Context: an optimization exercise on an open-source flow, tuned for small area, a short achievable clock period and few clock cycles. The choices shown serve that exercise and are no tape-out recipe. Function was not checked in any run shown here: the RTL went through the layout flow alone. Power and IR drop assume default switching activity.

==> flow/design.v (outline; a module is shown in full before it is edited, if it fits) <==
// module dot_lane_sum: 1183 lines
// module ping_ram_dot_engine: 157 lines
module ping_ram_dot_engine
#(
  parameter int unsigned ACC_W = 40,
  parameter int unsigned LEN_W = 16
) (
  input  logic                         clk,
  input  logic                         reset,
  input  logic [31:0]                  input_addr,
  input  logic [31:0]                  weight_addr,
  input  logic [31:0]                  output_addr,
  input  logic [31:0]                  data_type,
  output logic [31:0]                  finish_signal,
  output logic [26:0]                  avm_address,
  output logic                         avm_read,
  output logic                         avm_write,
  output logic [31:0]                  avm_writedata,
  output logic [3:0]                   avm_byteenable,
  output logic                         avm_burstcount,
  input  logic [31:0]                  avm_readdata,
  input  logic                         avm_readdatavalid,
  input  logic                         avm_waitrequest
);
  // ...
==> flow/flow/run.sh <==
#!/bin/bash
set -euo pipefail
bash standard.sh SETUP_SLACK_MARGIN=9 finish > make.log 2>&1
==> flow/standard.sh <==
#!/bin/bash
# synth_recipe.tcl (not shown) runs the flow's synth.tcl, then flattens the netlist and writes it again
# the make line also repeats each setting of config.mk as NAME=value (left out here)
make -C /OpenROAD-flow-scripts/flow DESIGN_CONFIG=/design/flow/config.mk WORK_HOME=/design/flow/orfs CLKGATE_MAP_FILE= SYNTH_SCRIPT=/design/flow/synth_recipe.tcl "${@:-finish}"
==> flow/config.mk <==
export PLATFORM = sky130hd
export DESIGN_NAME = ping_ram_dot_engine
export DESIGN_NICKNAME = ping_ram_dot_engine
export VERILOG_FILES = /design/flow/design.v
export SDC_FILE = /design/flow/constraint.sdc
export NUM_CORES = 4
export LEC_CHECK = 0
export ABC_AREA = 1
export CAP_MARGIN = 20
export CORE_MARGIN = 2
export CORE_UTILIZATION = 40
export PLACE_DENSITY = 0.6
export SLEW_MARGIN = 20
==> flow/constraint.sdc <==
create_clock -name core_clock -period 12.0 [get_ports {clk}]
set_input_delay 2.4000 -clock core_clock [delete_from_list [all_inputs] [get_ports {clk}]]
set_output_delay 2.4000 -clock core_clock [all_outputs]
set_load 0.01 [all_outputs]
==> notes.md, run 1 <==
- The reasons given for failing layout checks are capacitance limit, slew limit.
- The clock period minus final worst setup slack is 4.12 ns.
- The count of distinct cell types in the synthesized netlist is 51.
- The final cell utilization of the core is 57.4%.
- The areal power density over the cells is 153 nW/um^2.
- After synthesis, the share of flip-flops with an asynchronous set or reset is 0%.
- The synthesized design contains 265 register bits.
- The vertical die dimension is 234 um.
- The flow inserted 688 tap cells.
- The final-report max-slew violation count is 10.
- In the final layout, the share of cells above drive strength 1 is 26.9%.
- The total of max-cap violations is 1.
- Of the synthesized area, sequential elements account for 32.3%.
- Setup repair after global routing could not meet its margin everywhere.
- In this run, post-CTS repair resized a total of 664 instances.
- The detailed router's first-iteration violation count is 1816.
- The number of cell instances on the worst register-to-register path is 17.
- The CTS buffer count is 35.
- For this run the aggregate overflow at the end of global routing stands at 0.
- Of the post-synthesis cell area, the dominant cell type holds 22.1%.
- In the synthesized netlist, the number of instances is 2643.
- The run finished, with violations left.
- Once routing completed, OpenROAD measured the worst setup slack at 7.88 ns.
- The routed length on met1 is 33.8 mm.
- The area inside the core boundary is 52600 um^2.
- In the final routed layout, each cell accounts on average for 21.4 um.
- The dominant synthesized flop cell is sky130_fd_sc_hd__edfxtp_1.
- The synthesized netlist devotes 7.05% of its cell area to XOR and XNOR gates.
- After detailed routing, the number of vias per cell comes to 5.35.
==> module dot_lane_sum, before the edit <==
module dot_lane_sum
(
  input  logic          en_i,
  input  logic          fmt16_i,
  input  logic [15:0]   x_i,
  input  logic [15:0]   y_i,
  input  logic [39:0]   s_i,
  input  logic [39:0]   c_i,
  output logic [39:0]   s_o,
  output logic [39:0]   c_o
);
  logic [15:0] op_lo, op_hi;    
  assign op_lo = fmt16_i ? x_i : {x_i[7:0], 8'd0};
  assign op_hi = fmt16_i ? x_i : {{8{x_i[15]}}, x_i[15:8]};
  logic one0;
  logic two0;
  logic neg0;
  logic r0_0;
  logic r0_1;
  logic r0_2;
  logic r0_3;
  logic r0_4;
  logic r0_5;
  logic r0_6;
  logic r0_7;
  logic r0_8;
  logic r0_9;
  logic r0_10;
  logic r0_11;
  logic r0_12;
  logic r0_13;
  logic r0_14;
  logic r0_15;
  logic r0_16;
  logic one1;
  logic two1;
  logic neg1;
  logic r1_0;
  logic r1_1;
  logic r1_2;
  logic r1_3;
  logic r1_4;
  logic r1_5;
  logic r1_6;
  logic r1_7;
  logic r1_8;
  logic r1_9;
  logic r1_10;
  logic r1_11;
  logic r1_12;
  logic r1_13;
  logic r1_14;
  logic r1_15;
  logic r1_16;
  logic one2;
  logic two2;
  logic neg2;
  logic r2_0;
  logic r2_1;
  logic r2_2;
  logic r2_3;
  logic r2_4;
  logic r2_5;
  logic r2_6;
  logic r2_7;
  logic r2_8;
  logic r2_9;
  logic r2_10;
  logic r2_11;
  logic r2_12;
  logic r2_13;
  logic r2_14;
  logic r2_15;
  logic r2_16;
  logic one3;
  logic two3;
  logic neg3;
  logic r3_0;
  logic r3_1;
  logic r3_2;
  logic r3_3;
  logic r3_4;
  logic r3_5;
  logic r3_6;
  logic r3_7;
  logic r3_8;
  logic r3_9;
  logic r3_10;
  logic r3_11;
  logic r3_12;
  logic r3_13;
  logic r3_14;
  logic r3_15;
  logic r3_16;
  logic one4;
  logic two4;
  logic neg4;
  logic r4_0;
  logic r4_1;
  logic r4_2;
  logic r4_3;
  logic r4_4;
  logic r4_5;
  logic r4_6;
  logic r4_7;
  logic r4_8;
  logic r4_9;
  logic r4_10;
  logic r4_11;
  logic r4_12;
  logic r4_13;
  logic r4_14;
  logic r4_15;
  logic r4_16;
  logic one5;
  logic two5;
  logic neg5;
  logic r5_0;
  logic r5_1;
  logic r5_2;
  logic r5_3;
  logic r5_4;
  logic r5_5;
  logic r5_6;
  logic r5_7;
  logic r5_8;
  logic r5_9;
  logic r5_10;
  logic r5_11;
  logic r5_12;
  logic r5_13;
  logic r5_14;
  logic r5_15;
  logic r5_16;
  logic one6;
  logic two6;
  logic neg6;
  logic r6_0;
  logic r6_1;
  logic r6_2;
  logic r6_3;
  logic r6_4;
  logic r6_5;
  logic r6_6;
  logic r6_7;
  logic r6_8;
  logic r6_9;
  logic r6_10;
  logic r6_11;
  logic r6_12;
  logic r6_13;
  logic r6_14;
  logic r6_15;
  logic r6_16;
  logic one7;
  logic two7;
  logic neg7;
  logic r7_0;
  logic r7_1;
  logic r7_2;
  logic r7_3;
  logic r7_4;
  logic r7_5;
  logic r7_6;
  logic r7_7;
  logic r7_8;
  logic r7_9;
  logic r7_10;
  logic r7_11;
  logic r7_12;
  logic r7_13;
  logic r7_14;
  logic r7_15;
  logic r7_16;
  logic hs0;
  logic hc0;
  logic hs1;
  logic hc1;
  logic fs2;
  logic fc2;
  logic hs3;
  logic hc3;
  logic fs4;
  logic fc4;
  logic hs5;
  logic hc5;
  logic fs6;
  logic fc6;
  logic fs7;
  logic fc7;
  logic fs8;
  logic fc8;
  logic hs9;
  logic hc9;
  logic fs10;
  logic fc10;
  logic hs11;
  logic hc11;
  logic hs12;
  logic hc12;
  logic hs13;
  logic hc13;
  logic fs14;
  logic fc14;
  logic hs15;
  logic hc15;
  logic fs16;
  logic fc16;
  logic hs17;
  logic hc17;
  logic fs18;
  logic fc18;
  logic fs19;
  logic fc19;
  logic hs20;
  logic hc20;
  logic fs21;
  logic fc21;
  logic fs22;
  logic fc22;
  logic hs23;
  logic hc23;
  logic fs24;
  logic fc24;
  logic fs25;
  logic fc25;
  logic fs26;
  logic fc26;
  logic fs27;
  logic fc27;
  logic fs28;
  logic fc28;
  logic fs29;
  logic fc29;
  logic fs30;
  logic fc30;
  logic fs31;
  logic fc31;
  logic fs32;
  logic fc32;
  logic fs33;
  logic fc33;
  logic fs34;
  logic fc34;
  logic fs35;
  logic fc35;
  logic fs36;
  logic fc36;
  logic fs37;
  logic fc37;
  logic fs38;
  logic fc38;
  logic fs39;
  logic fc39;
  logic fs40;
  logic fc40;
  logic fs41;
  logic fc41;
  logic fs42;
  logic fc42;
  logic fs43;
  logic fc43;
  logic fs44;
  logic fc44;
  logic fs45;
  logic fc45;
  logic fs46;
  logic fc46;
  logic fs47;
  logic fc47;
  logic fs48;
  logic fc48;
  logic fs49;
  logic fc49;
  logic fs50;
  logic fc50;
  logic fs51;
  logic fc51;
  logic fs52;
  logic fc52;
  logic hs53;
  logic hc53;
  logic fs54;
  logic fc54;
  logic fs55;
  logic fc55;
  logic fs56;
  logic fc56;
  logic hs57;
  logic hc57;
  logic fs58;
  logic fc58;
  logic hs59;
  logic hc59;
  logic hs60;
  logic hc60;
  logic hs61;
  logic hc61;
  logic fs62;
  logic fc62;
  logic hs63;
  logic hc63;
  logic fs64;
  logic fc64;
  logic hs65;
  logic hc65;
  logic fs66;
  logic fc66;
  logic fs67;
  logic fc67;
  logic fs68;
  logic fc68;
  logic fs69;
  logic fc69;
  logic fs70;
  logic fc70;
  logic fs71;
  logic fc71;
  logic fs72;
  logic fc72;
  logic fs73;
  logic fc73;
  logic fs74;
  logic fc74;
  logic fs75;
  logic fc75;
  logic fs76;
  logic fc76;
  logic fs77;
  logic fc77;
  logic fs78;
  logic fc78;
  logic fs79;
  logic fc79;
  logic fs80;
  logic fc80;
  logic fs81;
  logic fc81;
  logic fs82;
  logic fc82;
  logic fs83;
  logic fc83;
  logic fs84;
  logic fc84;
  logic fs85;
  logic fc85;
  logic fs86;
  logic fc86;
  logic fs87;
  logic fc87;
  logic fs88;
  logic fc88;
  logic fs89;
  logic fc89;
  logic fs90;
  logic fc90;
  logic fs91;
  logic fc91;
  logic fs92;
  logic fc92;
  logic fs93;
  logic fc93;
  logic fs94;
  logic fc94;
  logic fs95;
  logic fc95;
  logic fs96;
  logic fc96;
  logic fs97;
  logic fc97;
  logic fs98;
  logic fc98;
  logic fs99;
  logic fc99;
  logic fs100;
  logic fc100;
  logic fs101;
  logic fc101;
  logic fs102;
  logic fc102;
  logic fs103;
  logic fc103;
  logic fs104;
  logic fc104;
  logic fs105;
  logic fc105;
  logic fs106;
  logic fc106;
  logic fs107;
  logic fc107;
  logic fs108;
  logic fc108;
  logic hs109;
  logic hc109;
  logic fs110;
  logic fc110;
  logic hs111;
  logic hc111;
  logic hs112;
  logic hc112;
  logic hs113;
  logic hc113;
  logic fs114;
  logic fc114;
  logic fs115;
  logic fc115;
  logic fs116;
  logic fc116;
  logic fs117;
  logic fc117;
  logic fs118;
  logic fc118;
  logic fs119;
  logic fc119;
  logic fs120;
  logic fc120;
  logic fs121;
  logic fc121;
  logic fs122;
  logic fc122;
  logic fs123;
  logic fc123;
  logic fs124;
  logic fc124;
  logic fs125;
  logic fc125;
  logic fs126;
  logic fc126;
  logic fs127;
  logic fc127;
  logic fs128;
  logic fc128;
  logic fs129;
  logic fc129;
  logic fs130;
  logic fc130;
  logic fs131;
  logic fc131;
  logic fs132;
  logic fc132;
  logic fs133;
  logic fc133;
  logic fs134;
  logic fc134;
  logic fs135;
  logic fc135;
  logic fs136;
  logic fc136;
  logic fs137;
  logic fc137;
  logic fs138;
  logic fc138;
  logic fs139;
  logic fc139;
  logic fs140;
  logic fc140;
  logic fs141;
  logic fc141;
  logic fs142;
  logic fc142;
  logic hs143;
  logic hc143;
  logic hs144;
  logic hc144;
  logic hs145;
  logic hc145;
  logic hs146;
  logic hc146;
  logic hs147;
  logic hc147;
  logic hs148;
  logic hc148;
  logic hs149;
  logic hc149;
  logic hs150;
  logic hc150;
  logic hs151;
  logic hc151;
  logic hs152;
  logic hc152;
  logic fs153;
  logic fc153;
  logic fs154;
  logic fc154;
  logic fs155;
  logic fc155;
  logic fs156;
  logic fc156;
  logic fs157;
  logic fc157;
  logic fs158;
  logic fc158;
  logic fs159;
  logic fc159;
  logic fs160;
  logic fc160;
  logic fs161;
  logic fc161;
  logic fs162;
  logic fc162;
  logic fs163;
  logic fc163;
  logic fs164;
  logic fc164;
  logic fs165;
  logic fc165;
  logic fs166;
  logic fc166;
  logic fs167;
  logic fc167;
  logic fs168;
  logic fc168;
  logic fs169;
  logic fc169;
  logic fs170;
  logic fc170;
  logic fs171;
  logic fc171;
  logic fs172;
  logic fc172;
  logic fs173;
  logic fc173;
  logic fs174;
  logic fc174;
  logic fs175;
  logic fc175;
  logic fs176;
  logic fc176;
  logic fs177;
  logic fc177;
  logic fs178;
  logic fc178;
  logic fs179;
  logic fc179;
  logic fs180;
  logic fc180;
  logic fs181;
  logic fc181;
  logic fs182;
  logic fc182;
  logic fs183;
  logic fc183;
  logic fs184;
  logic fc184;
  logic fs185;
  logic fc185;
  logic fs186;
  logic fc186;
  logic fs187;
  logic fc187;
  logic fs188;
  logic fc188;
  logic fs189;
  logic fc189;
  logic fs190;
  logic fc190;
  logic fs191;
  logic fc191;
  assign one0 = en_i & (y_i[0] ^ 1'b0);
  assign two0 = en_i & ((y_i[1] & ~y_i[0] & ~1'b0) | (~y_i[1] & y_i[0] & 1'b0));
  assign neg0 = en_i & y_i[1];
  assign r0_0 = ((one0 & op_lo[0]) | (two0 & 1'b0)) ^ neg0;
  assign r0_1 = ((one0 & op_lo[1]) | (two0 & op_lo[0])) ^ neg0;
  assign r0_2 = ((one0 & op_lo[2]) | (two0 & op_lo[1])) ^ neg0;
  assign r0_3 = ((one0 & op_lo[3]) | (two0 & op_lo[2])) ^ neg0;
  assign r0_4 = ((one0 & op_lo[4]) | (two0 & op_lo[3])) ^ neg0;
  assign r0_5 = ((one0 & op_lo[5]) | (two0 & op_lo[4])) ^ neg0;
  assign r0_6 = ((one0 & op_lo[6]) | (two0 & op_lo[5])) ^ neg0;
  assign r0_7 = ((one0 & op_lo[7]) | (two0 & op_lo[6])) ^ neg0;
  assign r0_8 = ((one0 & op_lo[8]) | (two0 & op_lo[7])) ^ neg0;
  assign r0_9 = ((one0 & op_lo[9]) | (two0 & op_lo[8])) ^ neg0;
  assign r0_10 = ((one0 & op_lo[10]) | (two0 & op_lo[9])) ^ neg0;
  assign r0_11 = ((one0 & op_lo[11]) | (two0 & op_lo[10])) ^ neg0;
  assign r0_12 = ((one0 & op_lo[12]) | (two0 & op_lo[11])) ^ neg0;
  assign r0_13 = ((one0 & op_lo[13]) | (two0 & op_lo[12])) ^ neg0;
  assign r0_14 = ((one0 & op_lo[14]) | (two0 & op_lo[13])) ^ neg0;
  assign r0_15 = ((one0 & op_lo[15]) | (two0 & op_lo[14])) ^ neg0;
  assign r0_16 = ((one0 & op_lo[15]) | (two0 & op_lo[15])) ^ neg0;
  assign one1 = en_i & (y_i[2] ^ y_i[1]);
  assign two1 = en_i & ((y_i[3] & ~y_i[2] & ~y_i[1]) | (~y_i[3] & y_i[2] & y_i[1]));
  assign neg1 = en_i & y_i[3];
  assign r1_0 = ((one1 & op_lo[0]) | (two1 & 1'b0)) ^ neg1;
  assign r1_1 = ((one1 & op_lo[1]) | (two1 & op_lo[0])) ^ neg1;
  assign r1_2 = ((one1 & op_lo[2]) | (two1 & op_lo[1])) ^ neg1;
  assign r1_3 = ((one1 & op_lo[3]) | (two1 & op_lo[2])) ^ neg1;
  assign r1_4 = ((one1 & op_lo[4]) | (two1 & op_lo[3])) ^ neg1;
  assign r1_5 = ((one1 & op_lo[5]) | (two1 & op_lo[4])) ^ neg1;
  assign r1_6 = ((one1 & op_lo[6]) | (two1 & op_lo[5])) ^ neg1;
  assign r1_7 = ((one1 & op_lo[7]) | (two1 & op_lo[6])) ^ neg1;
  assign r1_8 = ((one1 & op_lo[8]) | (two1 & op_lo[7])) ^ neg1;
  assign r1_9 = ((one1 & op_lo[9]) | (two1 & op_lo[8])) ^ neg1;
  assign r1_10 = ((one1 & op_lo[10]) | (two1 & op_lo[9])) ^ neg1;
  assign r1_11 = ((one1 & op_lo[11]) | (two1 & op_lo[10])) ^ neg1;
  assign r1_12 = ((one1 & op_lo[12]) | (two1 & op_lo[11])) ^ neg1;
  assign r1_13 = ((one1 & op_lo[13]) | (two1 & op_lo[12])) ^ neg1;
  assign r1_14 = ((one1 & op_lo[14]) | (two1 & op_lo[13])) ^ neg1;
  assign r1_15 = ((one1 & op_lo[15]) | (two1 & op_lo[14])) ^ neg1;
  assign r1_16 = ((one1 & op_lo[15]) | (two1 & op_lo[15])) ^ neg1;
  assign one2 = en_i & (y_i[4] ^ y_i[3]);
  assign two2 = en_i & ((y_i[5] & ~y_i[4] & ~y_i[3]) | (~y_i[5] & y_i[4] & y_i[3]));
  assign neg2 = en_i & y_i[5];
  assign r2_0 = ((one2 & op_lo[0]) | (two2 & 1'b0)) ^ neg2;
  assign r2_1 = ((one2 & op_lo[1]) | (two2 & op_lo[0])) ^ neg2;
  assign r2_2 = ((one2 & op_lo[2]) | (two2 & op_lo[1])) ^ neg2;
  assign r2_3 = ((one2 & op_lo[3]) | (two2 & op_lo[2])) ^ neg2;
  assign r2_4 = ((one2 & op_lo[4]) | (two2 & op_lo[3])) ^ neg2;
  assign r2_5 = ((one2 & op_lo[5]) | (two2 & op_lo[4])) ^ neg2;
  assign r2_6 = ((one2 & op_lo[6]) | (two2 & op_lo[5])) ^ neg2;
  assign r2_7 = ((one2 & op_lo[7]) | (two2 & op_lo[6])) ^ neg2;
  assign r2_8 = ((one2 & op_lo[8]) | (two2 & op_lo[7])) ^ neg2;
  assign r2_9 = ((one2 & op_lo[9]) | (two2 & op_lo[8])) ^ neg2;
  assign r2_10 = ((one2 & op_lo[10]) | (two2 & op_lo[9])) ^ neg2;
  assign r2_11 = ((one2 & op_lo[11]) | (two2 & op_lo[10])) ^ neg2;
  assign r2_12 = ((one2 & op_lo[12]) | (two2 & op_lo[11])) ^ neg2;
  assign r2_13 = ((one2 & op_lo[13]) | (two2 & op_lo[12])) ^ neg2;
  assign r2_14 = ((one2 & op_lo[14]) | (two2 & op_lo[13])) ^ neg2;
  assign r2_15 = ((one2 & op_lo[15]) | (two2 & op_lo[14])) ^ neg2;
  assign r2_16 = ((one2 & op_lo[15]) | (two2 & op_lo[15])) ^ neg2;
  assign one3 = en_i & (y_i[6] ^ y_i[5]);
  assign two3 = en_i & ((y_i[7] & ~y_i[6] & ~y_i[5]) | (~y_i[7] & y_i[6] & y_i[5]));
  assign neg3 = en_i & y_i[7];
  assign r3_0 = ((one3 & op_lo[0]) | (two3 & 1'b0)) ^ neg3;
  assign r3_1 = ((one3 & op_lo[1]) | (two3 & op_lo[0])) ^ neg3;
  assign r3_2 = ((one3 & op_lo[2]) | (two3 & op_lo[1])) ^ neg3;
  assign r3_3 = ((one3 & op_lo[3]) | (two3 & op_lo[2])) ^ neg3;
  assign r3_4 = ((one3 & op_lo[4]) | (two3 & op_lo[3])) ^ neg3;
  assign r3_5 = ((one3 & op_lo[5]) | (two3 & op_lo[4])) ^ neg3;
  assign r3_6 = ((one3 & op_lo[6]) | (two3 & op_lo[5])) ^ neg3;
  assign r3_7 = ((one3 & op_lo[7]) | (two3 & op_lo[6])) ^ neg3;
  assign r3_8 = ((one3 & op_lo[8]) | (two3 & op_lo[7])) ^ neg3;
  assign r3_9 = ((one3 & op_lo[9]) | (two3 & op_lo[8])) ^ neg3;
  assign r3_10 = ((one3 & op_lo[10]) | (two3 & op_lo[9])) ^ neg3;
  assign r3_11 = ((one3 & op_lo[11]) | (two3 & op_lo[10])) ^ neg3;
  assign r3_12 = ((one3 & op_lo[12]) | (two3 & op_lo[11])) ^ neg3;
  assign r3_13 = ((one3 & op_lo[13]) | (two3 & op_lo[12])) ^ neg3;
  assign r3_14 = ((one3 & op_lo[14]) | (two3 & op_lo[13])) ^ neg3;
  assign r3_15 = ((one3 & op_lo[15]) | (two3 & op_lo[14])) ^ neg3;
  assign r3_16 = ((one3 & op_lo[15]) | (two3 & op_lo[15])) ^ neg3;
  assign one4 = en_i & (y_i[8] ^ (y_i[7] & fmt16_i));
  assign two4 = en_i & ((y_i[9] & ~y_i[8] & ~(y_i[7] & fmt16_i)) | (~y_i[9] & y_i[8] & (y_i[7] & fmt16_i)));
  assign neg4 = en_i & y_i[9];
  assign r4_0 = ((one4 & op_hi[0]) | (two4 & 1'b0)) ^ neg4;
  assign r4_1 = ((one4 & op_hi[1]) | (two4 & op_hi[0])) ^ neg4;
  assign r4_2 = ((one4 & op_hi[2]) | (two4 & op_hi[1])) ^ neg4;
  assign r4_3 = ((one4 & op_hi[3]) | (two4 & op_hi[2])) ^ neg4;
  assign r4_4 = ((one4 & op_hi[4]) | (two4 & op_hi[3])) ^ neg4;
  assign r4_5 = ((one4 & op_hi[5]) | (two4 & op_hi[4])) ^ neg4;
  assign r4_6 = ((one4 & op_hi[6]) | (two4 & op_hi[5])) ^ neg4;
  assign r4_7 = ((one4 & op_hi[7]) | (two4 & op_hi[6])) ^ neg4;
  assign r4_8 = ((one4 & op_hi[8]) | (two4 & op_hi[7])) ^ neg4;
  assign r4_9 = ((one4 & op_hi[9]) | (two4 & op_hi[8])) ^ neg4;
  assign r4_10 = ((one4 & op_hi[10]) | (two4 & op_hi[9])) ^ neg4;
  assign r4_11 = ((one4 & op_hi[11]) | (two4 & op_hi[10])) ^ neg4;
  assign r4_12 = ((one4 & op_hi[12]) | (two4 & op_hi[11])) ^ neg4;
  assign r4_13 = ((one4 & op_hi[13]) | (two4 & op_hi[12])) ^ neg4;
  assign r4_14 = ((one4 & op_hi[14]) | (two4 & op_hi[13])) ^ neg4;
  assign r4_15 = ((one4 & op_hi[15]) | (two4 & op_hi[14])) ^ neg4;
  assign r4_16 = ((one4 & op_hi[15]) | (two4 & op_hi[15])) ^ neg4;
  assign one5 = en_i & (y_i[10] ^ y_i[9]);
  assign two5 = en_i & ((y_i[11] & ~y_i[10] & ~y_i[9]) | (~y_i[11] & y_i[10] & y_i[9]));
  assign neg5 = en_i & y_i[11];
  assign r5_0 = ((one5 & op_hi[0]) | (two5 & 1'b0)) ^ neg5;
  assign r5_1 = ((one5 & op_hi[1]) | (two5 & op_hi[0])) ^ neg5;
  assign r5_2 = ((one5 & op_hi[2]) | (two5 & op_hi[1])) ^ neg5;
  assign r5_3 = ((one5 & op_hi[3]) | (two5 & op_hi[2])) ^ neg5;
  assign r5_4 = ((one5 & op_hi[4]) | (two5 & op_hi[3])) ^ neg5;
  assign r5_5 = ((one5 & op_hi[5]) | (two5 & op_hi[4])) ^ neg5;
  assign r5_6 = ((one5 & op_hi[6]) | (two5 & op_hi[5])) ^ neg5;
  assign r5_7 = ((one5 & op_hi[7]) | (two5 & op_hi[6])) ^ neg5;
  assign r5_8 = ((one5 & op_hi[8]) | (two5 & op_hi[7])) ^ neg5;
  assign r5_9 = ((one5 & op_hi[9]) | (two5 & op_hi[8])) ^ neg5;
  assign r5_10 = ((one5 & op_hi[10]) | (two5 & op_hi[9])) ^ neg5;
  assign r5_11 = ((one5 & op_hi[11]) | (two5 & op_hi[10])) ^ neg5;
  assign r5_12 = ((one5 & op_hi[12]) | (two5 & op_hi[11])) ^ neg5;
  assign r5_13 = ((one5 & op_hi[13]) | (two5 & op_hi[12])) ^ neg5;
  assign r5_14 = ((one5 & op_hi[14]) | (two5 & op_hi[13])) ^ neg5;
  assign r5_15 = ((one5 & op_hi[15]) | (two5 & op_hi[14])) ^ neg5;
  assign r5_16 = ((one5 & op_hi[15]) | (two5 & op_hi[15])) ^ neg5;
  assign one6 = en_i & (y_i[12] ^ y_i[11]);
  assign two6 = en_i & ((y_i[13] & ~y_i[12] & ~y_i[11]) | (~y_i[13] & y_i[12] & y_i[11]));
  assign neg6 = en_i & y_i[13];
  assign r6_0 = ((one6 & op_hi[0]) | (two6 & 1'b0)) ^ neg6;
  assign r6_1 = ((one6 & op_hi[1]) | (two6 & op_hi[0])) ^ neg6;
  assign r6_2 = ((one6 & op_hi[2]) | (two6 & op_hi[1])) ^ neg6;
  assign r6_3 = ((one6 & op_hi[3]) | (two6 & op_hi[2])) ^ neg6;
  assign r6_4 = ((one6 & op_hi[4]) | (two6 & op_hi[3])) ^ neg6;
  assign r6_5 = ((one6 & op_hi[5]) | (two6 & op_hi[4])) ^ neg6;
  assign r6_6 = ((one6 & op_hi[6]) | (two6 & op_hi[5])) ^ neg6;
  assign r6_7 = ((one6 & op_hi[7]) | (two6 & op_hi[6])) ^ neg6;
  assign r6_8 = ((one6 & op_hi[8]) | (two6 & op_hi[7])) ^ neg6;
  assign r6_9 = ((one6 & op_hi[9]) | (two6 & op_hi[8])) ^ neg6;
  assign r6_10 = ((one6 & op_hi[10]) | (two6 & op_hi[9])) ^ neg6;
  assign r6_11 = ((one6 & op_hi[11]) | (two6 & op_hi[10])) ^ neg6;
  assign r6_12 = ((one6 & op_hi[12]) | (two6 & op_hi[11])) ^ neg6;
  assign r6_13 = ((one6 & op_hi[13]) | (two6 & op_hi[12])) ^ neg6;
  assign r6_14 = ((one6 & op_hi[14]) | (two6 & op_hi[13])) ^ neg6;
  assign r6_15 = ((one6 & op_hi[15]) | (two6 & op_hi[14])) ^ neg6;
  assign r6_16 = ((one6 & op_hi[15]) | (two6 & op_hi[15])) ^ neg6;
  assign one7 = en_i & (y_i[14] ^ y_i[13]);
  assign two7 = en_i & ((y_i[15] & ~y_i[14] & ~y_i[13]) | (~y_i[15] & y_i[14] & y_i[13]));
  assign neg7 = en_i & y_i[15];
  assign r7_0 = ((one7 & op_hi[0]) | (two7 & 1'b0)) ^ neg7;
  assign r7_1 = ((one7 & op_hi[1]) | (two7 & op_hi[0])) ^ neg7;
  assign r7_2 = ((one7 & op_hi[2]) | (two7 & op_hi[1])) ^ neg7;
  assign r7_3 = ((one7 & op_hi[3]) | (two7 & op_hi[2])) ^ neg7;
  assign r7_4 = ((one7 & op_hi[4]) | (two7 & op_hi[3])) ^ neg7;
  assign r7_5 = ((one7 & op_hi[5]) | (two7 & op_hi[4])) ^ neg7;
  assign r7_6 = ((one7 & op_hi[6]) | (two7 & op_hi[5])) ^ neg7;
  assign r7_7 = ((one7 & op_hi[7]) | (two7 & op_hi[6])) ^ neg7;
  assign r7_8 = ((one7 & op_hi[8]) | (two7 & op_hi[7])) ^ neg7;
  assign r7_9 = ((one7 & op_hi[9]) | (two7 & op_hi[8])) ^ neg7;
  assign r7_10 = ((one7 & op_hi[10]) | (two7 & op_hi[9])) ^ neg7;
  assign r7_11 = ((one7 & op_hi[11]) | (two7 & op_hi[10])) ^ neg7;
  assign r7_12 = ((one7 & op_hi[12]) | (two7 & op_hi[11])) ^ neg7;
  assign r7_13 = ((one7 & op_hi[13]) | (two7 & op_hi[12])) ^ neg7;
  assign r7_14 = ((one7 & op_hi[14]) | (two7 & op_hi[13])) ^ neg7;
  assign r7_15 = ((one7 & op_hi[15]) | (two7 & op_hi[14])) ^ neg7;
  assign r7_16 = ((one7 & op_hi[15]) | (two7 & op_hi[15])) ^ neg7;
  assign hs0 = neg6 ^ s_i[12];
  assign hc0 = neg6 & s_i[12];
  assign hs1 = s_i[13] ^ c_i[13];
  assign hc1 = s_i[13] & c_i[13];
  assign fs2 = neg7 ^ s_i[14] ^ c_i[14];
  assign fc2 = (neg7 & s_i[14]) | (neg7 & c_i[14]) | (s_i[14] & c_i[14]);
  assign hs3 = r0_14 ^ r1_12;
  assign hc3 = r0_14 & r1_12;
  assign fs4 = s_i[15] ^ c_i[15] ^ r0_15;
  assign fc4 = (s_i[15] & c_i[15]) | (s_i[15] & r0_15) | (c_i[15] & r0_15);
  assign hs5 = r1_13 ^ r2_11;
  assign hc5 = r1_13 & r2_11;
  assign fs6 = 1'b1 ^ s_i[16] ^ c_i[16];
  assign fc6 = (1'b1 & s_i[16]) | (1'b1 & c_i[16]) | (s_i[16] & c_i[16]);
  assign fs7 = ~r0_16 ^ r1_14 ^ r2_12;
  assign fc7 = (~r0_16 & r1_14) | (~r0_16 & r2_12) | (r1_14 & r2_12);
  assign fs8 = 1'b1 ^ s_i[17] ^ c_i[17];
  assign fc8 = (1'b1 & s_i[17]) | (1'b1 & c_i[17]) | (s_i[17] & c_i[17]);
  assign hs9 = r1_15 ^ r2_13;
  assign hc9 = r1_15 & r2_13;
  assign fs10 = s_i[18] ^ c_i[18] ^ ~r1_16;
  assign fc10 = (s_i[18] & c_i[18]) | (s_i[18] & ~r1_16) | (c_i[18] & ~r1_16);
  assign hs11 = 1'b1 ^ s_i[19];
  assign hc11 = 1'b1 & s_i[19];
  assign hs12 = neg3 ^ s_i[6];
  assign hc12 = neg3 & s_i[6];
  assign hs13 = s_i[7] ^ c_i[7];
  assign hc13 = s_i[7] & c_i[7];
  assign fs14 = neg4 ^ s_i[8] ^ c_i[8];
  assign fc14 = (neg4 & s_i[8]) | (neg4 & c_i[8]) | (s_i[8] & c_i[8]);
  assign hs15 = r0_8 ^ r1_6;
  assign hc15 = r0_8 & r1_6;
  assign fs16 = s_i[9] ^ c_i[9] ^ r0_9;
  assign fc16 = (s_i[9] & c_i[9]) | (s_i[9] & r0_9) | (c_i[9] & r0_9);
  assign hs17 = r1_7 ^ r2_5;
  assign hc17 = r1_7 & r2_5;
  assign fs18 = neg5 ^ s_i[10] ^ c_i[10];
  assign fc18 = (neg5 & s_i[10]) | (neg5 & c_i[10]) | (s_i[10] & c_i[10]);
  assign fs19 = r0_10 ^ r1_8 ^ r2_6;
  assign fc19 = (r0_10 & r1_8) | (r0_10 & r2_6) | (r1_8 & r2_6);
  assign hs20 = r3_4 ^ r4_2;
  assign hc20 = r3_4 & r4_2;
  assign fs21 = s_i[11] ^ c_i[11] ^ r0_11;
  assign fc21 = (s_i[11] & c_i[11]) | (s_i[11] & r0_11) | (c_i[11] & r0_11);
  assign fs22 = r1_9 ^ r2_7 ^ r3_5;
  assign fc22 = (r1_9 & r2_7) | (r1_9 & r3_5) | (r2_7 & r3_5);
  assign hs23 = r4_3 ^ r5_1;
  assign hc23 = r4_3 & r5_1;
  assign fs24 = c_i[12] ^ hs0 ^ r0_12;
  assign fc24 = (c_i[12] & hs0) | (c_i[12] & r0_12) | (hs0 & r0_12);
  assign fs25 = r1_10 ^ r2_8 ^ r3_6;
  assign fc25 = (r1_10 & r2_8) | (r1_10 & r3_6) | (r2_8 & r3_6);
  assign fs26 = r4_4 ^ r5_2 ^ r6_0;
  assign fc26 = (r4_4 & r5_2) | (r4_4 & r6_0) | (r5_2 & r6_0);
  assign fs27 = hc0 ^ hs1 ^ r0_13;
  assign fc27 = (hc0 & hs1) | (hc0 & r0_13) | (hs1 & r0_13);
  assign fs28 = r1_11 ^ r2_9 ^ r3_7;
  assign fc28 = (r1_11 & r2_9) | (r1_11 & r3_7) | (r2_9 & r3_7);
  assign fs29 = r4_5 ^ r5_3 ^ r6_1;
  assign fc29 = (r4_5 & r5_3) | (r4_5 & r6_1) | (r5_3 & r6_1);
  assign fs30 = hc1 ^ fs2 ^ r2_10;
  assign fc30 = (hc1 & fs2) | (hc1 & r2_10) | (fs2 & r2_10);
  assign fs31 = r3_8 ^ r4_6 ^ r5_4;
  assign fc31 = (r3_8 & r4_6) | (r3_8 & r5_4) | (r4_6 & r5_4);
  assign fs32 = r6_2 ^ r7_0 ^ hs3;
  assign fc32 = (r6_2 & r7_0) | (r6_2 & hs3) | (r7_0 & hs3);
  assign fs33 = fc2 ^ r3_9 ^ r4_7;
  assign fc33 = (fc2 & r3_9) | (fc2 & r4_7) | (r3_9 & r4_7);
  assign fs34 = r5_5 ^ r6_3 ^ r7_1;
  assign fc34 = (r5_5 & r6_3) | (r5_5 & r7_1) | (r6_3 & r7_1);
  assign fs35 = hc3 ^ fs4 ^ hs5;
  assign fc35 = (hc3 & fs4) | (hc3 & hs5) | (fs4 & hs5);
  assign fs36 = fs6 ^ r3_10 ^ r4_8;
  assign fc36 = (fs6 & r3_10) | (fs6 & r4_8) | (r3_10 & r4_8);
  assign fs37 = r5_6 ^ r6_4 ^ r7_2;
  assign fc37 = (r5_6 & r6_4) | (r5_6 & r7_2) | (r6_4 & r7_2);
  assign fs38 = fc4 ^ hc5 ^ fs7;
  assign fc38 = (fc4 & hc5) | (fc4 & fs7) | (hc5 & fs7);
  assign fs39 = fc6 ^ fs8 ^ r3_11;
  assign fc39 = (fc6 & fs8) | (fc6 & r3_11) | (fs8 & r3_11);
  assign fs40 = r4_9 ^ r5_7 ^ r6_5;
  assign fc40 = (r4_9 & r5_7) | (r4_9 & r6_5) | (r5_7 & r6_5);
  assign fs41 = r7_3 ^ fc7 ^ hs9;
  assign fc41 = (r7_3 & fc7) | (r7_3 & hs9) | (fc7 & hs9);
  assign fs42 = fc8 ^ r2_14 ^ r3_12;
  assign fc42 = (fc8 & r2_14) | (fc8 & r3_12) | (r2_14 & r3_12);
  assign fs43 = r4_10 ^ r5_8 ^ r6_6;
  assign fc43 = (r4_10 & r5_8) | (r4_10 & r6_6) | (r5_8 & r6_6);
  assign fs44 = r7_4 ^ hc9 ^ fs10;
  assign fc44 = (r7_4 & hc9) | (r7_4 & fs10) | (hc9 & fs10);
  assign fs45 = c_i[19] ^ hs11 ^ r2_15;
  assign fc45 = (c_i[19] & hs11) | (c_i[19] & r2_15) | (hs11 & r2_15);
  assign fs46 = r3_13 ^ r4_11 ^ r5_9;
  assign fc46 = (r3_13 & r4_11) | (r3_13 & r5_9) | (r4_11 & r5_9);
  assign fs47 = r6_7 ^ r7_5 ^ fc10;
  assign fc47 = (r6_7 & r7_5) | (r6_7 & fc10) | (r7_5 & fc10);
  assign fs48 = s_i[20] ^ c_i[20] ^ hc11;
  assign fc48 = (s_i[20] & c_i[20]) | (s_i[20] & hc11) | (c_i[20] & hc11);
  assign fs49 = ~r2_16 ^ r3_14 ^ r4_12;
  assign fc49 = (~r2_16 & r3_14) | (~r2_16 & r4_12) | (r3_14 & r4_12);
  assign fs50 = r5_10 ^ r6_8 ^ r7_6;
  assign fc50 = (r5_10 & r6_8) | (r5_10 & r7_6) | (r6_8 & r7_6);
  assign fs51 = 1'b1 ^ s_i[21] ^ c_i[21];
  assign fc51 = (1'b1 & s_i[21]) | (1'b1 & c_i[21]) | (s_i[21] & c_i[21]);
  assign fs52 = r3_15 ^ r4_13 ^ r5_11;
  assign fc52 = (r3_15 & r4_13) | (r3_15 & r5_11) | (r4_13 & r5_11);
  assign hs53 = r6_9 ^ r7_7;
  assign hc53 = r6_9 & r7_7;
  assign fs54 = s_i[22] ^ c_i[22] ^ ~r3_16;
  assign fc54 = (s_i[22] & c_i[22]) | (s_i[22] & ~r3_16) | (c_i[22] & ~r3_16);
  assign fs55 = r4_14 ^ r5_12 ^ r6_10;
  assign fc55 = (r4_14 & r5_12) | (r4_14 & r6_10) | (r5_12 & r6_10);
  assign fs56 = 1'b1 ^ s_i[23] ^ c_i[23];
  assign fc56 = (1'b1 & s_i[23]) | (1'b1 & c_i[23]) | (s_i[23] & c_i[23]);
  assign hs57 = r4_15 ^ r5_13;
  assign hc57 = r4_15 & r5_13;
  assign fs58 = s_i[24] ^ c_i[24] ^ ~r4_16;
  assign fc58 = (s_i[24] & c_i[24]) | (s_i[24] & ~r4_16) | (c_i[24] & ~r4_16);
  assign hs59 = 1'b1 ^ s_i[25];
  assign hc59 = 1'b1 & s_i[25];
  assign hs60 = neg1 ^ s_i[2];
  assign hc60 = neg1 & s_i[2];
  assign hs61 = s_i[3] ^ c_i[3];
  assign hc61 = s_i[3] & c_i[3];
  assign fs62 = neg2 ^ s_i[4] ^ c_i[4];
  assign fc62 = (neg2 & s_i[4]) | (neg2 & c_i[4]) | (s_i[4] & c_i[4]);
  assign hs63 = r0_4 ^ r1_2;
  assign hc63 = r0_4 & r1_2;
  assign fs64 = s_i[5] ^ c_i[5] ^ r0_5;
  assign fc64 = (s_i[5] & c_i[5]) | (s_i[5] & r0_5) | (c_i[5] & r0_5);
  assign hs65 = r1_3 ^ r2_1;
  assign hc65 = r1_3 & r2_1;
  assign fs66 = c_i[6] ^ hs12 ^ r0_6;
  assign fc66 = (c_i[6] & hs12) | (c_i[6] & r0_6) | (hs12 & r0_6);
  assign fs67 = r1_4 ^ r2_2 ^ r3_0;
  assign fc67 = (r1_4 & r2_2) | (r1_4 & r3_0) | (r2_2 & r3_0);
  assign fs68 = hc12 ^ hs13 ^ r0_7;
  assign fc68 = (hc12 & hs13) | (hc12 & r0_7) | (hs13 & r0_7);
  assign fs69 = r1_5 ^ r2_3 ^ r3_1;
  assign fc69 = (r1_5 & r2_3) | (r1_5 & r3_1) | (r2_3 & r3_1);
  assign fs70 = hc13 ^ fs14 ^ r2_4;
  assign fc70 = (hc13 & fs14) | (hc13 & r2_4) | (fs14 & r2_4);
  assign fs71 = r3_2 ^ r4_0 ^ hs15;
  assign fc71 = (r3_2 & r4_0) | (r3_2 & hs15) | (r4_0 & hs15);
  assign fs72 = fc14 ^ r3_3 ^ r4_1;
  assign fc72 = (fc14 & r3_3) | (fc14 & r4_1) | (r3_3 & r4_1);
  assign fs73 = hc15 ^ fs16 ^ hs17;
  assign fc73 = (hc15 & fs16) | (hc15 & hs17) | (fs16 & hs17);
  assign fs74 = fs18 ^ r5_0 ^ fc16;
  assign fc74 = (fs18 & r5_0) | (fs18 & fc16) | (r5_0 & fc16);
  assign fs75 = hc17 ^ fs19 ^ hs20;
  assign fc75 = (hc17 & fs19) | (hc17 & hs20) | (fs19 & hs20);
  assign fs76 = fc18 ^ fc19 ^ hc20;
  assign fc76 = (fc18 & fc19) | (fc18 & hc20) | (fc19 & hc20);
  assign fs77 = fs21 ^ fs22 ^ hs23;
  assign fc77 = (fs21 & fs22) | (fs21 & hs23) | (fs22 & hs23);
  assign fs78 = fc21 ^ fc22 ^ hc23;
  assign fc78 = (fc21 & fc22) | (fc21 & hc23) | (fc22 & hc23);
  assign fs79 = fs24 ^ fs25 ^ fs26;
  assign fc79 = (fs24 & fs25) | (fs24 & fs26) | (fs25 & fs26);
  assign fs80 = fc24 ^ fc25 ^ fc26;
  assign fc80 = (fc24 & fc25) | (fc24 & fc26) | (fc25 & fc26);
  assign fs81 = fs27 ^ fs28 ^ fs29;
  assign fc81 = (fs27 & fs28) | (fs27 & fs29) | (fs28 & fs29);
  assign fs82 = fc27 ^ fc28 ^ fc29;
  assign fc82 = (fc27 & fc28) | (fc27 & fc29) | (fc28 & fc29);
  assign fs83 = fs30 ^ fs31 ^ fs32;
  assign fc83 = (fs30 & fs31) | (fs30 & fs32) | (fs31 & fs32);
  assign fs84 = fc30 ^ fc31 ^ fs33;
  assign fc84 = (fc30 & fc31) | (fc30 & fs33) | (fc31 & fs33);
  assign fs85 = fs34 ^ fc32 ^ fs35;
  assign fc85 = (fs34 & fc32) | (fs34 & fs35) | (fc32 & fs35);
  assign fs86 = fc33 ^ fc34 ^ fs36;
  assign fc86 = (fc33 & fc34) | (fc33 & fs36) | (fc34 & fs36);
  assign fs87 = fs37 ^ fc35 ^ fs38;
  assign fc87 = (fs37 & fc35) | (fs37 & fs38) | (fc35 & fs38);
  assign fs88 = fc36 ^ fc37 ^ fs39;
  assign fc88 = (fc36 & fc37) | (fc36 & fs39) | (fc37 & fs39);
  assign fs89 = fs40 ^ fc38 ^ fs41;
  assign fc89 = (fs40 & fc38) | (fs40 & fs41) | (fc38 & fs41);
  assign fs90 = fc39 ^ fc40 ^ fs42;
  assign fc90 = (fc39 & fc40) | (fc39 & fs42) | (fc40 & fs42);
  assign fs91 = fs43 ^ fc41 ^ fs44;
  assign fc91 = (fs43 & fc41) | (fs43 & fs44) | (fc41 & fs44);
  assign fs92 = fc42 ^ fc43 ^ fs45;
  assign fc92 = (fc42 & fc43) | (fc42 & fs45) | (fc43 & fs45);
  assign fs93 = fs46 ^ fc44 ^ fs47;
  assign fc93 = (fs46 & fc44) | (fs46 & fs47) | (fc44 & fs47);
  assign fs94 = fc45 ^ fc46 ^ fs48;
  assign fc94 = (fc45 & fc46) | (fc45 & fs48) | (fc46 & fs48);
  assign fs95 = fs49 ^ fs50 ^ fc47;
  assign fc95 = (fs49 & fs50) | (fs49 & fc47) | (fs50 & fc47);
  assign fs96 = fs51 ^ fc48 ^ fc49;
  assign fc96 = (fs51 & fc48) | (fs51 & fc49) | (fc48 & fc49);
  assign fs97 = fc50 ^ fs52 ^ hs53;
  assign fc97 = (fc50 & fs52) | (fc50 & hs53) | (fs52 & hs53);
  assign fs98 = fc51 ^ r7_8 ^ fc52;
  assign fc98 = (fc51 & r7_8) | (fc51 & fc52) | (r7_8 & fc52);
  assign fs99 = hc53 ^ fs54 ^ fs55;
  assign fc99 = (hc53 & fs54) | (hc53 & fs55) | (fs54 & fs55);
  assign fs100 = fs56 ^ r6_11 ^ r7_9;
  assign fc100 = (fs56 & r6_11) | (fs56 & r7_9) | (r6_11 & r7_9);
  assign fs101 = fc54 ^ fc55 ^ hs57;
  assign fc101 = (fc54 & fc55) | (fc54 & hs57) | (fc55 & hs57);
  assign fs102 = fc56 ^ r5_14 ^ r6_12;
  assign fc102 = (fc56 & r5_14) | (fc56 & r6_12) | (r5_14 & r6_12);
  assign fs103 = r7_10 ^ hc57 ^ fs58;
  assign fc103 = (r7_10 & hc57) | (r7_10 & fs58) | (hc57 & fs58);
  assign fs104 = c_i[25] ^ hs59 ^ r5_15;
  assign fc104 = (c_i[25] & hs59) | (c_i[25] & r5_15) | (hs59 & r5_15);
  assign fs105 = r6_13 ^ r7_11 ^ fc58;
  assign fc105 = (r6_13 & r7_11) | (r6_13 & fc58) | (r7_11 & fc58);
  assign fs106 = s_i[26] ^ c_i[26] ^ hc59;
  assign fc106 = (s_i[26] & c_i[26]) | (s_i[26] & hc59) | (c_i[26] & hc59);
  assign fs107 = ~r5_16 ^ r6_14 ^ r7_12;
  assign fc107 = (~r5_16 & r6_14) | (~r5_16 & r7_12) | (r6_14 & r7_12);
  assign fs108 = 1'b1 ^ s_i[27] ^ c_i[27];
  assign fc108 = (1'b1 & s_i[27]) | (1'b1 & c_i[27]) | (s_i[27] & c_i[27]);
  assign hs109 = r6_15 ^ r7_13;
  assign hc109 = r6_15 & r7_13;
  assign fs110 = s_i[28] ^ c_i[28] ^ ~r6_16;
  assign fc110 = (s_i[28] & c_i[28]) | (s_i[28] & ~r6_16) | (c_i[28] & ~r6_16);
  assign hs111 = 1'b1 ^ s_i[29];
  assign hc111 = 1'b1 & s_i[29];
  assign hs112 = neg0 ^ s_i[0];
  assign hc112 = neg0 & s_i[0];
  assign hs113 = s_i[1] ^ c_i[1];
  assign hc113 = s_i[1] & c_i[1];
  assign fs114 = c_i[2] ^ hs60 ^ r0_2;
  assign fc114 = (c_i[2] & hs60) | (c_i[2] & r0_2) | (hs60 & r0_2);
  assign fs115 = hc60 ^ hs61 ^ r0_3;
  assign fc115 = (hc60 & hs61) | (hc60 & r0_3) | (hs61 & r0_3);
  assign fs116 = hc61 ^ fs62 ^ r2_0;
  assign fc116 = (hc61 & fs62) | (hc61 & r2_0) | (fs62 & r2_0);
  assign fs117 = fc62 ^ hc63 ^ fs64;
  assign fc117 = (fc62 & hc63) | (fc62 & fs64) | (hc63 & fs64);
  assign fs118 = fc64 ^ hc65 ^ fs66;
  assign fc118 = (fc64 & hc65) | (fc64 & fs66) | (hc65 & fs66);
  assign fs119 = fc66 ^ fc67 ^ fs68;
  assign fc119 = (fc66 & fc67) | (fc66 & fs68) | (fc67 & fs68);
  assign fs120 = fc68 ^ fc69 ^ fs70;
  assign fc120 = (fc68 & fc69) | (fc68 & fs70) | (fc69 & fs70);
  assign fs121 = fc70 ^ fs72 ^ fc71;
  assign fc121 = (fc70 & fs72) | (fc70 & fc71) | (fs72 & fc71);
  assign fs122 = fc72 ^ fc73 ^ fs74;
  assign fc122 = (fc72 & fc73) | (fc72 & fs74) | (fc73 & fs74);
  assign fs123 = fc74 ^ fc75 ^ fs76;
  assign fc123 = (fc74 & fc75) | (fc74 & fs76) | (fc75 & fs76);
  assign fs124 = fc76 ^ fc77 ^ fs78;
  assign fc124 = (fc76 & fc77) | (fc76 & fs78) | (fc77 & fs78);
  assign fs125 = fc78 ^ fc79 ^ fs80;
  assign fc125 = (fc78 & fc79) | (fc78 & fs80) | (fc79 & fs80);
  assign fs126 = fc80 ^ fc81 ^ fs82;
  assign fc126 = (fc80 & fc81) | (fc80 & fs82) | (fc81 & fs82);
  assign fs127 = fc82 ^ fs84 ^ fc83;
  assign fc127 = (fc82 & fs84) | (fc82 & fc83) | (fs84 & fc83);
  assign fs128 = fc84 ^ fs86 ^ fc85;
  assign fc128 = (fc84 & fs86) | (fc84 & fc85) | (fs86 & fc85);
  assign fs129 = fc86 ^ fs88 ^ fc87;
  assign fc129 = (fc86 & fs88) | (fc86 & fc87) | (fs88 & fc87);
  assign fs130 = fc88 ^ fs90 ^ fc89;
  assign fc130 = (fc88 & fs90) | (fc88 & fc89) | (fs90 & fc89);
  assign fs131 = fc90 ^ fs92 ^ fc91;
  assign fc131 = (fc90 & fs92) | (fc90 & fc91) | (fs92 & fc91);
  assign fs132 = fc92 ^ fs94 ^ fc93;
  assign fc132 = (fc92 & fs94) | (fc92 & fc93) | (fs94 & fc93);
  assign fs133 = fc94 ^ fs96 ^ fs97;
  assign fc133 = (fc94 & fs96) | (fc94 & fs97) | (fs96 & fs97);
  assign fs134 = fc96 ^ fc97 ^ fs98;
  assign fc134 = (fc96 & fc97) | (fc96 & fs98) | (fc97 & fs98);
  assign fs135 = fs100 ^ fc98 ^ fc99;
  assign fc135 = (fs100 & fc98) | (fs100 & fc99) | (fc98 & fc99);
  assign fs136 = fc100 ^ fs102 ^ fc101;
  assign fc136 = (fc100 & fs102) | (fc100 & fc101) | (fs102 & fc101);
  assign fs137 = fc102 ^ fs104 ^ fc103;
  assign fc137 = (fc102 & fs104) | (fc102 & fc103) | (fs104 & fc103);
  assign fs138 = fc104 ^ fs106 ^ fs107;
  assign fc138 = (fc104 & fs106) | (fc104 & fs107) | (fs106 & fs107);
  assign fs139 = fs108 ^ fc106 ^ fc107;
  assign fc139 = (fs108 & fc106) | (fs108 & fc107) | (fc106 & fc107);
  assign fs140 = fc108 ^ r7_14 ^ hc109;
  assign fc140 = (fc108 & r7_14) | (fc108 & hc109) | (r7_14 & hc109);
  assign fs141 = c_i[29] ^ hs111 ^ r7_15;
  assign fc141 = (c_i[29] & hs111) | (c_i[29] & r7_15) | (hs111 & r7_15);
  assign fs142 = s_i[30] ^ c_i[30] ^ hc111;
  assign fc142 = (s_i[30] & c_i[30]) | (s_i[30] & hc111) | (c_i[30] & hc111);
  assign hs143 = 1'b1 ^ s_i[31];
  assign hc143 = 1'b1 & s_i[31];
  assign hs144 = 1'b1 ^ s_i[32];
  assign hc144 = 1'b1 & s_i[32];
  assign hs145 = 1'b1 ^ s_i[33];
  assign hc145 = 1'b1 & s_i[33];
  assign hs146 = 1'b1 ^ s_i[34];
  assign hc146 = 1'b1 & s_i[34];
  assign hs147 = 1'b1 ^ s_i[35];
  assign hc147 = 1'b1 & s_i[35];
  assign hs148 = 1'b1 ^ s_i[36];
  assign hc148 = 1'b1 & s_i[36];
  assign hs149 = 1'b1 ^ s_i[37];
  assign hc149 = 1'b1 & s_i[37];
  assign hs150 = 1'b1 ^ s_i[38];
  assign hc150 = 1'b1 & s_i[38];
  assign hs151 = 1'b1 ^ s_i[39];
  assign hc151 = 1'b1 & s_i[39];
  assign hs152 = c_i[0] ^ hs112;
  assign hc152 = c_i[0] & hs112;
  assign fs153 = hc112 ^ hs113 ^ r0_1;
  assign fc153 = (hc112 & hs113) | (hc112 & r0_1) | (hs113 & r0_1);
  assign fs154 = hc113 ^ r1_0 ^ fs114;
  assign fc154 = (hc113 & r1_0) | (hc113 & fs114) | (r1_0 & fs114);
  assign fs155 = r1_1 ^ fc114 ^ fs115;
  assign fc155 = (r1_1 & fc114) | (r1_1 & fs115) | (fc114 & fs115);
  assign fs156 = fc115 ^ fs116 ^ hs63;
  assign fc156 = (fc115 & fs116) | (fc115 & hs63) | (fs116 & hs63);
  assign fs157 = fc116 ^ hs65 ^ fs117;
  assign fc157 = (fc116 & hs65) | (fc116 & fs117) | (hs65 & fs117);
  assign fs158 = fs67 ^ fc117 ^ fs118;
  assign fc158 = (fs67 & fc117) | (fs67 & fs118) | (fc117 & fs118);
  assign fs159 = fs69 ^ fc118 ^ fs119;
  assign fc159 = (fs69 & fc118) | (fs69 & fs119) | (fc118 & fs119);
  assign fs160 = fc119 ^ fs120 ^ fs71;
  assign fc160 = (fc119 & fs120) | (fc119 & fs71) | (fs120 & fs71);
  assign fs161 = fc120 ^ fs73 ^ fs121;
  assign fc161 = (fc120 & fs73) | (fc120 & fs121) | (fs73 & fs121);
  assign fs162 = fs75 ^ fc121 ^ fs122;
  assign fc162 = (fs75 & fc121) | (fs75 & fs122) | (fc121 & fs122);
  assign fs163 = fs77 ^ fc122 ^ fs123;
  assign fc163 = (fs77 & fc122) | (fs77 & fs123) | (fc122 & fs123);
  assign fs164 = fs79 ^ fc123 ^ fs124;
  assign fc164 = (fs79 & fc123) | (fs79 & fs124) | (fc123 & fs124);
  assign fs165 = fs81 ^ fc124 ^ fs125;
  assign fc165 = (fs81 & fc124) | (fs81 & fs125) | (fc124 & fs125);
  assign fs166 = fc125 ^ fs126 ^ fs83;
  assign fc166 = (fc125 & fs126) | (fc125 & fs83) | (fs126 & fs83);
  assign fs167 = fc126 ^ fs85 ^ fs127;
  assign fc167 = (fc126 & fs85) | (fc126 & fs127) | (fs85 & fs127);
  assign fs168 = fs87 ^ fc127 ^ fs128;
  assign fc168 = (fs87 & fc127) | (fs87 & fs128) | (fc127 & fs128);
  assign fs169 = fs89 ^ fc128 ^ fs129;
  assign fc169 = (fs89 & fc128) | (fs89 & fs129) | (fc128 & fs129);
  assign fs170 = fs91 ^ fc129 ^ fs130;
  assign fc170 = (fs91 & fc129) | (fs91 & fs130) | (fc129 & fs130);
  assign fs171 = fs93 ^ fc130 ^ fs131;
  assign fc171 = (fs93 & fc130) | (fs93 & fs131) | (fc130 & fs131);
  assign fs172 = fs95 ^ fc131 ^ fs132;
  assign fc172 = (fs95 & fc131) | (fs95 & fs132) | (fc131 & fs132);
  assign fs173 = fs133 ^ fc95 ^ fc132;
  assign fc173 = (fs133 & fc95) | (fs133 & fc132) | (fc95 & fc132);
  assign fs174 = fs99 ^ fc133 ^ fs134;
  assign fc174 = (fs99 & fc133) | (fs99 & fs134) | (fc133 & fs134);
  assign fs175 = fs101 ^ fc134 ^ fs135;
  assign fc175 = (fs101 & fc134) | (fs101 & fs135) | (fc134 & fs135);
  assign fs176 = fs103 ^ fc135 ^ fs136;
  assign fc176 = (fs103 & fc135) | (fs103 & fs136) | (fc135 & fs136);
  assign fs177 = fs105 ^ fc136 ^ fs137;
  assign fc177 = (fs105 & fc136) | (fs105 & fs137) | (fc136 & fs137);
  assign fs178 = fs138 ^ fc105 ^ fc137;
  assign fc178 = (fs138 & fc105) | (fs138 & fc137) | (fc105 & fc137);
  assign fs179 = hs109 ^ fc138 ^ fs139;
  assign fc179 = (hs109 & fc138) | (hs109 & fs139) | (fc138 & fs139);
  assign fs180 = fs110 ^ fc139 ^ fs140;
  assign fc180 = (fs110 & fc139) | (fs110 & fs140) | (fc139 & fs140);
  assign fs181 = fs141 ^ fc110 ^ fc140;
  assign fc181 = (fs141 & fc110) | (fs141 & fc140) | (fc110 & fc140);
  assign fs182 = ~r7_16 ^ fc141 ^ fs142;
  assign fc182 = (~r7_16 & fc141) | (~r7_16 & fs142) | (fc141 & fs142);
  assign fs183 = c_i[31] ^ hs143 ^ fc142;
  assign fc183 = (c_i[31] & hs143) | (c_i[31] & fc142) | (hs143 & fc142);
  assign fs184 = c_i[32] ^ hc143 ^ hs144;
  assign fc184 = (c_i[32] & hc143) | (c_i[32] & hs144) | (hc143 & hs144);
  assign fs185 = c_i[33] ^ hc144 ^ hs145;
  assign fc185 = (c_i[33] & hc144) | (c_i[33] & hs145) | (hc144 & hs145);
  assign fs186 = c_i[34] ^ hc145 ^ hs146;
  assign fc186 = (c_i[34] & hc145) | (c_i[34] & hs146) | (hc145 & hs146);
  assign fs187 = c_i[35] ^ hc146 ^ hs147;
  assign fc187 = (c_i[35] & hc146) | (c_i[35] & hs147) | (hc146 & hs147);
  assign fs188 = c_i[36] ^ hc147 ^ hs148;
  assign fc188 = (c_i[36] & hc147) | (c_i[36] & hs148) | (hc147 & hs148);
  assign fs189 = c_i[37] ^ hc148 ^ hs149;
  assign fc189 = (c_i[37] & hc148) | (c_i[37] & hs149) | (hc148 & hs149);
  assign fs190 = c_i[38] ^ hc149 ^ hs150;
  assign fc190 = (c_i[38] & hc149) | (c_i[38] & hs150) | (hc149 & hs150);
  assign fs191 = c_i[39] ^ hc150 ^ hs151;
  assign fc191 = (c_i[39] & hc150) | (c_i[39] & hs151) | (hc150 & hs151);
  assign s_o[0] = hs152;
  assign c_o[0] = r0_0;
  assign s_o[1] = hc152;
  assign c_o[1] = fs153;
  assign s_o[2] = fc153;
  assign c_o[2] = fs154;
  assign s_o[3] = fc154;
  assign c_o[3] = fs155;
  assign s_o[4] = fc155;
  assign c_o[4] = fs156;
  assign s_o[5] = fc156;
  assign c_o[5] = fs157;
  assign s_o[6] = fc157;
  assign c_o[6] = fs158;
  assign s_o[7] = fc158;
  assign c_o[7] = fs159;
  assign s_o[8] = fc159;
  assign c_o[8] = fs160;
  assign s_o[9] = fc160;
  assign c_o[9] = fs161;
  assign s_o[10] = fc161;
  assign c_o[10] = fs162;
  assign s_o[11] = fc162;
  assign c_o[11] = fs163;
  assign s_o[12] = fc163;
  assign c_o[12] = fs164;
  assign s_o[13] = fc164;
  assign c_o[13] = fs165;
  assign s_o[14] = fc165;
  assign c_o[14] = fs166;
  assign s_o[15] = fc166;
  assign c_o[15] = fs167;
  assign s_o[16] = fc167;
  assign c_o[16] = fs168;
  assign s_o[17] = fc168;
  assign c_o[17] = fs169;
  assign s_o[18] = fc169;
  assign c_o[18] = fs170;
  assign s_o[19] = fc170;
  assign c_o[19] = fs171;
  assign s_o[20] = fc171;
  assign c_o[20] = fs172;
  assign s_o[21] = fc172;
  assign c_o[21] = fs173;
  assign s_o[22] = fc173;
  assign c_o[22] = fs174;
  assign s_o[23] = fc174;
  assign c_o[23] = fs175;
  assign s_o[24] = fc175;
  assign c_o[24] = fs176;
  assign s_o[25] = fc176;
  assign c_o[25] = fs177;
  assign s_o[26] = fc177;
  assign c_o[26] = fs178;
  assign s_o[27] = fc178;
  assign c_o[27] = fs179;
  assign s_o[28] = fc179;
  assign c_o[28] = fs180;
  assign s_o[29] = fc180;
  assign c_o[29] = fs181;
  assign s_o[30] = fc181;
  assign c_o[30] = fs182;
  assign s_o[31] = fc182;
  assign c_o[31] = fs183;
  assign s_o[32] = fc183;
  assign c_o[32] = fs184;
  assign s_o[33] = fc184;
  assign c_o[33] = fs185;
  assign s_o[34] = fc185;
  assign c_o[34] = fs186;
  assign s_o[35] = fc186;
  assign c_o[35] = fs187;
  assign s_o[36] = fc187;
  assign c_o[36] = fs188;
  assign s_o[37] = fc188;
  assign c_o[37] = fs189;
  assign s_o[38] = fc189;
  assign c_o[38] = fs190;
  assign s_o[39] = fc190;
  assign c_o[39] = fs191;
endmodule
==> inputs of run 2 (changes only) <==
--- a/flow/design.v
+++ b/flow/design.v
@@ -5,25 +5,26 @@
   localparam int unsigned BUSY_B = 30;
   localparam int unsigned ERR_B  = 29;
   localparam int unsigned WORD_BYTES = 4;
 endpackage
 module dot_lane_sum
 (
   input  logic          en_i,
   input  logic          fmt16_i,
+  input  logic          fmt8_i,        
   input  logic [15:0]   x_i,
   input  logic [15:0]   y_i,
   input  logic [39:0]   s_i,
   input  logic [39:0]   c_i,
   output logic [39:0]   s_o,
   output logic [39:0]   c_o
 );
   logic [15:0] op_lo, op_hi;    
-  assign op_lo = fmt16_i ? x_i : {x_i[7:0], 8'd0};
+  assign op_lo = fmt8_i ? {x_i[7:0], 8'd0} : x_i;
   assign op_hi = fmt16_i ? x_i : {{8{x_i[15]}}, x_i[15:8]};
   logic one0;
   logic two0;
   logic neg0;
   logic r0_0;
   logic r0_1;
   logic r0_2;
   logic r0_3;
@@ -1211,16 +1212,17 @@
   input  logic                         avm_readdatavalid,
   input  logic                         avm_waitrequest
 );
   localparam logic [2:0] RD_MAX = 3'd4;
   logic               go_q;
   logic               busy_q, done_q, err_q;
   logic [LEN_W-1:0]   len_q;
   logic               fmt16_q;
+  logic               fmt8_q;        
   logic               rd_q, wr_q;
   logic [24:0]        cur_q;         
   logic [24:0]        oth_q;         
   logic [24:0]        out_q;         
   logic [LEN_W-1:0]   rem_q;         
   logic               rph_q;         
   logic [2:0]         ocnt_q;        
   logic               dph_q;         
@@ -1281,16 +1283,17 @@
           done_q <= 1'b1;
         end
       end
     end
   end
   always_ff @(posedge clk) begin
     if (~busy_q) begin
       fmt16_q <= data_type[24];
+      fmt8_q  <= ~data_type[24];
       cur_q   <= input_addr[26:2];
       oth_q   <= weight_addr[26:2];
       out_q   <= output_addr[26:2];
       rem_q   <= data_type[LEN_W-1:0];
       rph_q   <= 1'b0;
     end else if (rd_acc) begin
       cur_q <= oth_q;
       oth_q <= cur_q + 25'd1;
@@ -1309,16 +1312,17 @@
       in_q <= result;
     end
     if (avm_readdatavalid & dph_q) w_q <= {in_q[15:0], avm_readdata[15:0]};
     else if (mac_a_q)              w_q <= in_q;
   end
   dot_lane_sum u_lane_sum (
     .en_i    (mac_a_q | mac_b_q),
     .fmt16_i (fmt16_q),
+    .fmt8_i  (fmt8_q),
     .x_i     (w_q[31:16]),
     .y_i     (w_q[15:0]),
     .s_i     (acc_s_q),
     .c_i     (acc_c_q),
     .s_o     (mac_s),
     .c_o     (mac_c)
   );
   always_ff @(posedge clk) begin
@@ -1326,17 +1330,17 @@
       acc_s_q <= '0;
       acc_c_q <= '0;
     end else begin
       acc_s_q <= mac_s;
       acc_c_q <= mac_c;
     end
   end
   assign acc_sum = acc_s_q + acc_c_q;
-  assign result  = fmt16_q ? acc_sum[31:0] : acc_sum[39:8];
+  assign result  = fmt8_q ? acc_sum[39:8] : acc_sum[31:0];
   assign avm_address    = {cur_q, 2'b00};
   assign avm_read       = rd_q;
   assign avm_write      = wr_q;
   assign avm_writedata  = in_q;
   assign avm_byteenable = 4'hF;
   assign avm_burstcount = 1'b1;
   always_comb begin
     finish_signal                                 = '0;
==> run 2 against run 1 <==
Compared with the run above: sequential cell count increased by 1; largest power group unchanged; the run now finishes clean; combinational power about the same; worst setup slack improved by 0.088 ns; register-to-register slack improved by 0.09 ns; area after synthesis increased by 0.87%; critical path type unchanged; die area increased by 0.86%; cell area increased by 0.27%; synthesized cell count increased by 3.3%.
==> notes.md, run 2 <==
- Result of the run: complete, no violations (was failed layout checks).
- The vertical die dimension is 235 um (was 234 um).
- The fraction of the yosys area taken by sequential cells is 32.2% (was 32.3%).
- The number of cells on the critical path is 15 (was 17).
- The portion of synthesized cell area occupied by the leading cell type is 22.0% (was 22.1%).
- The synthesized netlist cell count is 2731 (was 2643).
- The clock period minus final worst setup slack is 4.03 ns (was 4.12 ns).
- Cell breakdown of the critical path: inv_2 -> buf_4 -> o21ai_4 -> o22ai_2 -> xor2_1 -> fa_1 -> inv_1 -> fa_2 -> inv_2 -> fa_2 -> fa_2 -> inv_2 -> fa_2 -> inv_1 -> nor2_1 (was buf_12 -> buf_4 -> nor2_1 -> nor2_1 -> inv_2 -> o22ai_2 -> xor2_1 -> fa_1 -> inv_1 -> fa_1 -> inv_2 -> fa_2 -> fa_1 -> inv_1 -> fa_2 -> inv_1 -> nor2_1).
- The critical-path cell with the highest stage delay is sky130_fd_sc_hd__fa_1 (unchanged).
- The synthesized flop and latch total is 266 (was 265).
- The number of vias per cell is 5.31 (was 5.35).
- The overflow left after global routing is 0 (unchanged).
- The number of cell instances on the worst register-to-register path came to 15 (was 17).
- The total of max-cap violations is 0 (was 1).
- The final cell utilization of the core is 57.3% (was 57.4%).
- The layout cell share with drive strength beyond 1 is 27.2% (was 26.9%).
- The async set-reset flop share out of synthesis was 0% (unchanged).
- The area inside the core boundary is 52800 um^2 (was 52600 um^2).
- The detailed router's first-iteration violation count is 2079 (was 1816).
- The average wire per standard cell is 21.7 um (was 21.4 um).
- The areal power density over the cells is 149 nW/um^2 (was 153 nW/um^2).
- The count of distinct cell types in the synthesized netlist was 46 (was 51).
- The post-synthesis xor/xnor area fraction came to 6.58% (was 7.05%).
[run 2: worst paths after layout]
kind | from | endpoint
max | w_q[3]$_DFFE_PP_ | acc_c_q[17]$_SDFF_PP0_
min | len_q[4]$_SDFFE_PP0P_ | len_q[4]$_SDFFE_PP0P_
max reg2reg | w_q[3]$_DFFE_PP_ | acc_c_q[17]$_SDFF_PP0_
min reg2reg | len_q[4]$_SDFFE_PP0P_ | len_q[4]$_SDFFE_PP0P_
[run 2: report_power, final]
group          leakage [nW]  total (mW)  switching [mW]  internal, mW
logic                  10.7        2.17            1.32         0.855
registers              2.51        1.26           0.133          1.13
clock network         0.563        1.06           0.448         0.615
total                  13.8        4.50            1.90          2.60
[run 2: layout make-up]
class	instances	share of cell area [%]
diodes	1	0.00827
repair inverters	11	0.538
well taps	688	2.85
clock inverters	17	0.480
flip-flops and latches	266	22.9
repair buffers	465	15.4
clock buffers	49	3.32
inverters	562	7.69
multi-input cells	1831	46.8
[run 2: cells by family after synthesis]
kind of cell / count (synthesis)
AND/OR/NAND/NOR: 1012
buffers and inverters: 667
AO/OA/AOI/OAI: 390
flip-flops: 266
adder cells (fa/ha/maj): 233
XOR/XNOR: 161
other: 2
[run 2: per-layer routing]
metal | vias up | share of wire [%]
met5 | - | 0.031
li1 | 9464 | -
met4 | 4 | 5.9
met1 | 9898 | 40
met3 | 252 | 9.2
met2 | 1053 | 45
[run 2: what timing repair did]
| item | in CTS | in global routing |
|---|---|---|
| gates resized for setup | 744 | 190 |
| pin swaps | 97 | 72 |
| setup endpoints to repair | 404 | 356 |
| setup buffers | 157 | 73 |
| gates cloned | 23 | 13 |
[run 2: worst reg2reg max path, cell delays in order (launching register included)]
cell	delay [ns]
sky130_fd_sc_hd__edfxtp_1	0.42
sky130_fd_sc_hd__inv_2	0.09
sky130_fd_sc_hd__buf_4	0.15
sky130_fd_sc_hd__o21ai_4	0.27
sky130_fd_sc_hd__o22ai_2	0.14
sky130_fd_sc_hd__xor2_1	0.17
sky130_fd_sc_hd__fa_1	0.54
sky130_fd_sc_hd__inv_1	0.06
sky130_fd_sc_hd__fa_2	0.52
sky130_fd_sc_hd__inv_2	0.04
sky130_fd_sc_hd__fa_2	0.33
sky130_fd_sc_hd__fa_2	0.54
sky130_fd_sc_hd__inv_2	0.04
sky130_fd_sc_hd__fa_2	0.51
sky130_fd_sc_hd__inv_1	0.04
sky130_fd_sc_hd__nor2_1	0.09
[run 2: metrics by stage]
stage / worst slack [ns] / hold WS, ns / power, mW
after floorplan: 8.16 / 0.456 / 2.57
after global placement: 6.54 / 0.449 / 3.13
after detailed placement: 6.51 / 0.454 / 3.16
after CTS: 8.00 / 0.462 / 4.41
after global routing: 7.88 / 0.478 / 4.84
final: 7.97 / 0.460 / 4.50

Setup slack of run 2, layout unchanged: 7.969 ns with ideal ports, 7.969 ns with driving cells assumed (clock clkbuf_16, inputs buf_2), 7.969 ns with port delays also shifted by the 0.627 ns mid clock arrival.
